What follows belongs to an exercise in optimizing a design on an open flow for small area, a short achievable clock period and few clock cycles; a production flow would make more cautious choices. Where RTL was checked, it was by simulation tests only, not by an equivalence proof against the original.

Setup of the previous run:
## qsim_top
module qsim_top #(
  parameter int MAX_QUBITS = 4,
  parameter int MAX_GATES  = 4,
  localparam int MAX_N = 2 ** MAX_QUBITS,
  localparam int IN_AW = $clog2(MAX_N + 1),
  localparam int GT_AW = $clog2(MAX_GATES * MAX_N * MAX_N),
  localparam int SP_AW = MAX_QUBITS + 1
) (
  input  logic                  clk,
  input  logic                  reset_n,
  input  logic                  dut_valid,
  output logic                  dut_ready,
  output logic [IN_AW-1:0]      q_state_input_sram_read_address,
  input  qsim_pkg::word_t       q_state_input_sram_read_data,
  output logic [GT_AW-1:0]      q_gates_sram_read_address,
  input  qsim_pkg::word_t       q_gates_sram_read_data,
  output logic [SP_AW-1:0]      scratchpad_sram_read_address,
  input  qsim_pkg::word_t       scratchpad_sram_read_data,
  output logic                  scratchpad_sram_write_enable,
  output logic [SP_AW-1:0]      scratchpad_sram_write_address,
  output qsim_pkg::word_t       scratchpad_sram_write_data,
  output logic                  q_state_output_sram_write_enable,
  output logic [MAX_QUBITS-1:0] q_state_output_sram_write_address,
  output qsim_pkg::word_t       q_state_output_sram_write_data
);
==> module qsim_top, before the edit <==
module qsim_top #(
  parameter int MAX_QUBITS = 4,
  parameter int MAX_GATES  = 4,
  localparam int MAX_N = 2 ** MAX_QUBITS,
  localparam int IN_AW = $clog2(MAX_N + 1),
  localparam int GT_AW = $clog2(MAX_GATES * MAX_N * MAX_N),
  localparam int SP_AW = MAX_QUBITS + 1
) (
  input  logic                  clk,
  input  logic                  reset_n,
  input  logic                  dut_valid,
  output logic                  dut_ready,
  output logic [IN_AW-1:0]      q_state_input_sram_read_address,
  input  qsim_pkg::word_t       q_state_input_sram_read_data,
  output logic [GT_AW-1:0]      q_gates_sram_read_address,
  input  qsim_pkg::word_t       q_gates_sram_read_data,
  output logic [SP_AW-1:0]      scratchpad_sram_read_address,
  input  qsim_pkg::word_t       scratchpad_sram_read_data,
  output logic                  scratchpad_sram_write_enable,
  output logic [SP_AW-1:0]      scratchpad_sram_write_address,
  output qsim_pkg::word_t       scratchpad_sram_write_data,
  output logic                  q_state_output_sram_write_enable,
  output logic [MAX_QUBITS-1:0] q_state_output_sram_write_address,
  output qsim_pkg::word_t       q_state_output_sram_write_data
);
  localparam int ND = qsim_pkg::NDIG;
  localparam int AW = qsim_pkg::ACC_W;
  localparam int K  = 18;
  logic [MAX_QUBITS-1:0] n_m1;
  logic [2:0]            m_reg;
  logic                  use_in;
  logic                  use_in_n;
  logic [3:0]            acc_first;
  logic                  row_done;
  logic                  job_done;
  logic [ND-1:0] gr_one, gr_two, gr_neg;
  logic [ND-1:0] gi_one, gi_two, gi_neg;
  logic [ND-1:0] gr_one_a, gr_two_a, gr_neg_a;
  logic [ND-1:0] gi_one_a, gi_two_a, gi_neg_a;
  qsim_pkg::word_t state_a;
  qsim_pkg::word_t state_b;
  logic [AW-K-1:0] real_hi, imag_hi;
  logic [K-1:0]    real_lo, imag_lo;
  logic            real_cy, imag_cy;
  qsim_ctrl #(
    .MAX_QUBITS (MAX_QUBITS),
    .MAX_GATES  (MAX_GATES)
  ) ctrl_i (
    .clk                             (clk),
    .reset_n                         (reset_n),
    .dut_valid                       (dut_valid),
    .dut_ready                       (dut_ready),
    .q_state_input_sram_read_address (q_state_input_sram_read_address),
    .q_state_input_sram_read_data    (q_state_input_sram_read_data),
    .q_gates_sram_read_address       (q_gates_sram_read_address),
    .scratchpad_sram_read_address    (scratchpad_sram_read_address),
    .n_m1                            (n_m1),
    .m_reg                           (m_reg),
    .use_in                          (use_in),
    .use_in_n                        (use_in_n),
    .acc_first                       (acc_first),
    .row_done                        (row_done),
    .job_done                        (job_done)
  );
  function automatic logic [3*ND-1:0] booth(input logic [15:0] y);
    logic [16:0] e;
    logic [ND-1:0] one, two, neg;
    e = {y, 1'b0};
    for (int j = 0; j < ND; j++)
    begin
      neg[j] = e[2*j+2];
      one[j] = e[2*j+1] ^ e[2*j];
      two[j] = (e[2*j+2] & ~e[2*j+1] & ~e[2*j]) | (~e[2*j+2] & e[2*j+1] & e[2*j]);
    end
    booth = {neg, two, one};
  endfunction
  assign {gr_neg, gr_two, gr_one} = booth(q_gates_sram_read_data[31:16]);
  assign {gi_neg, gi_two, gi_one} = booth(q_gates_sram_read_data[15:0]);
  always_ff @(posedge clk)
  begin
    gr_one_a <= gr_one;
    gr_two_a <= gr_two;
    gr_neg_a <= gr_neg;
    gi_one_a <= gi_one;
    gi_two_a <= gi_two;
    gi_neg_a <= gi_neg;
    state_a  <= use_in ? q_state_input_sram_read_data : scratchpad_sram_read_data;
    state_b  <= use_in_n ? ~scratchpad_sram_read_data : ~q_state_input_sram_read_data;
  end
  real_mac real_mac_i (
    .clk      (clk),
    .ga_one   (gr_one_a),
    .ga_two   (gr_two_a),
    .ga_neg   (gr_neg_a),
    .xa       (state_a[31:16]),
    .gb_one   (gi_one_a),
    .gb_two   (gi_two_a),
    .gb_neg   (~gi_neg_a),
    .xb       (state_a[15:0]),
    .first_lo (acc_first[0]),
    .first_hi (acc_first[1]),
    .acc_hi   (real_hi),
    .acc_lo   (real_lo),
    .cy       (real_cy)
  );
  imag_mac imag_mac_i (
    .clk      (clk),
    .ga_one_n (~gr_one_a),
    .ga_two_n (~gr_two_a),
    .ga_neg_n (~gr_neg_a),
    .xa_n     (state_b[15:0]),
    .gb_one_n (~gi_one_a),
    .gb_two_n (~gi_two_a),
    .gb_neg_n (~gi_neg_a),
    .xb_n     (state_b[31:16]),
    .first_lo (acc_first[2]),
    .first_hi (acc_first[3]),
    .acc_hi   (imag_hi),
    .acc_lo   (imag_lo),
    .cy       (imag_cy)
  );
  amp_writer #(
    .MAX_QUBITS (MAX_QUBITS),
    .SPLIT      (K)
  ) writer_i (
    .clk                               (clk),
    .reset_n                           (reset_n),
    .n_m1                              (n_m1),
    .m_reg                             (m_reg),
    .real_hi                           (real_hi),
    .real_lo                           (real_lo),
    .real_cy                           (real_cy),
    .imag_hi                           (imag_hi),
    .imag_lo                           (imag_lo),
    .imag_cy                           (imag_cy),
    .row_done                          (row_done),
    .job_done                          (job_done),
    .scratchpad_sram_write_enable      (scratchpad_sram_write_enable),
    .scratchpad_sram_write_address     (scratchpad_sram_write_address),
    .scratchpad_sram_write_data        (scratchpad_sram_write_data),
    .q_state_output_sram_write_enable  (q_state_output_sram_write_enable),
    .q_state_output_sram_write_address (q_state_output_sram_write_address),
    .q_state_output_sram_write_data    (q_state_output_sram_write_data)
  );
endmodule
==> flow/config.mk <==
export PLATFORM = sky130hd
export DESIGN_NAME = qsim_top
export DESIGN_NICKNAME = qsim_top
export VERILOG_FILES = /design/flow/design.v
export SDC_FILE = /design/flow/constraint.sdc
export NUM_CORES = 4
export LEC_CHECK = 0
export CAP_MARGIN = 20
export CORE_MARGIN = 2
export CORE_UTILIZATION = 60
export SLEW_MARGIN = 20
==> flow/constraint.sdc <==
create_clock -name core_clock -period 12.0 [get_ports {clk}]
set_input_delay 2.4000 -clock core_clock [delete_from_list [all_inputs] [get_ports {clk}]]
set_output_delay 2.4000 -clock core_clock [all_outputs]
set_load 0.01 [all_outputs]
standard.sh (not shown) runs the stock make flow with config.mk's settings and CLKGATE_MAP_FILE= SYNTH_SCRIPT=/design/flow/synth_recipe.tcl, a recipe that flattens the netlist after the stock synthesis.
==> flow/flow/run.sh <==
#!/bin/bash
# Own layout flow: the standard ORFS flow (standard.sh) at the design's
# clock period and constraints, with these changes in how the layout is made:
#  * after the standard synthesis, flow/fa_polarity.py removes inverters
#    between full-adder cells (a full adder with all inputs and outputs
#    complemented is the same cell); registers are untouched;
#  * timing repair aims for SETUP_SLACK_MARGIN ns of setup slack, worst path
#    only (TNS_END_PERCENT 0), so the resizer works on the paths that set the
#    achieved period;
#  * port buffers are buf_2 instead of the default pick;
#  * clock tree synthesis adds no dummy loads.
# Each step's full output goes to its own log file in this folder.
set -euo pipefail

export SETUP_SLACK_MARGIN=${SETUP_SLACK_MARGIN:-8.5}
export TNS_END_PERCENT=0
export BUFFER_PORTS_ARGS="-buffer_cell sky130_fd_sc_hd__buf_2"
export CTS_ARGS="-sink_clustering_enable -repair_clock_nets -dont_use_dummy_load"

RES=$(pwd)/orfs/results/$FLOW_PLATFORM/qsim_top/base

bash standard.sh "$RES/1_2_yosys.v" > log_synth.txt 2>&1
cp "$RES/1_2_yosys.v" 1_2_yosys_standard.v
python3 flow/fa_polarity.py 1_2_yosys_standard.v "$RES/1_2_yosys.v" > log_fa_polarity.txt 2>&1
bash standard.sh synth > log_synth_odb.txt 2>&1
bash standard.sh floorplan > log_floorplan.txt 2>&1
bash standard.sh place > log_place.txt 2>&1
bash standard.sh cts > log_cts.txt 2>&1
bash standard.sh route > log_route.txt 2>&1
bash standard.sh finish > log_finish.txt 2>&1
test -s out/final.def
Other scripts of this flow, unchanged in this note and not shown: flow/flow/fa_polarity.py
--- input diff the previous run..the current run ---
--- a/flow/design.v
+++ b/flow/design.v
@@ -4146,6 +4146,8 @@
   logic [ND-1:0] gi_one, gi_two, gi_neg;
   logic [ND-1:0] gr_one_a, gr_two_a, gr_neg_a;
   logic [ND-1:0] gi_one_a, gi_two_a, gi_neg_a;
+  logic [ND-1:0] gr_one_b, gr_two_b, gr_neg_b;
+  logic [ND-1:0] gi_one_b, gi_two_b, gi_neg_b;
   qsim_pkg::word_t state_a;
   qsim_pkg::word_t state_b;
   logic [AW-K-1:0] real_hi, imag_hi;
@@ -4194,6 +4196,12 @@
     gi_two_a <= gi_two;
     gi_neg_a <= gi_neg;
     state_a  <= use_in ? q_state_input_sram_read_data : scratchpad_sram_read_data;
+    gr_one_b <= ~gr_one;
+    gr_two_b <= ~gr_two;
+    gr_neg_b <= ~gr_neg;
+    gi_one_b <= ~gi_one;
+    gi_two_b <= ~gi_two;
+    gi_neg_b <= ~gi_neg;
     state_b  <= use_in_n ? ~scratchpad_sram_read_data : ~q_state_input_sram_read_data;
   end
   real_mac real_mac_i (
@@ -4214,13 +4222,13 @@
   );
   imag_mac imag_mac_i (
     .clk      (clk),
-    .ga_one_n (~gr_one_a),
-    .ga_two_n (~gr_two_a),
-    .ga_neg_n (~gr_neg_a),
+    .ga_one_n (gr_one_b),
+    .ga_two_n (gr_two_b),
+    .ga_neg_n (gr_neg_b),
     .xa_n     (state_b[15:0]),
-    .gb_one_n (~gi_one_a),
-    .gb_two_n (~gi_two_a),
-    .gb_neg_n (~gi_neg_a),
+    .gb_one_n (gi_one_b),
+    .gb_two_n (gi_two_b),
+    .gb_neg_n (gi_neg_b),
     .xb_n     (state_b[31:16]),
     .first_lo (acc_first[2]),
     .first_hi (acc_first[3]),
### Flow results
[compare] base=the previous run new=the current run: sequential cell count increased by 48 relative to the old numbers; ratio of cells with drive above 1 in the final layout went down 1.8 points; core region area climbed 2.6%; global-route wire length before repair up about 0.35%; sequential share of layout area went up by 2.5 points.
All of the previous run and the current run finish clean.
The current run vs the previous run: count of clock-buffer cells in the layout up by a little under 10%
Testbench counts of the current run, summed over its fixed seeds: cycles 68,716.
Only the layout flow was run in the previous run; the RTL was not checked for function there.

port drivers added, routing unchanged:
The flow's constraints put no driver on any port. The routed layouts listed below were extracted and timed again, unchanged, in two steps. Step 1 assumes that a clkbuf_16 drives the clock port and a buf_2 every other input. Step 2 times the ports against the registers' clock, not the clock port: input delays grow and output delays shrink by t, the midpoint of the rising clock arrivals with the driver on. Three values: no drivers, after step 1, after step 2; two values: the first two.
run	t (ns)	setup WS [ns]	hold slack, ns	latest minus earliest clock arrival (ns)	cell pins on the clock port's net
the previous run	0.657	8.248 / 8.239 / 7.971	0.346 / 0.346 / 0.346	0.094 / 0.094	1
the current run	0.677	8.318 / 8.251 / 8.041	0.344 / 0.344 / 0.344	0.072 / 0.073	1
After both steps setup and hold are still met in every run listed.
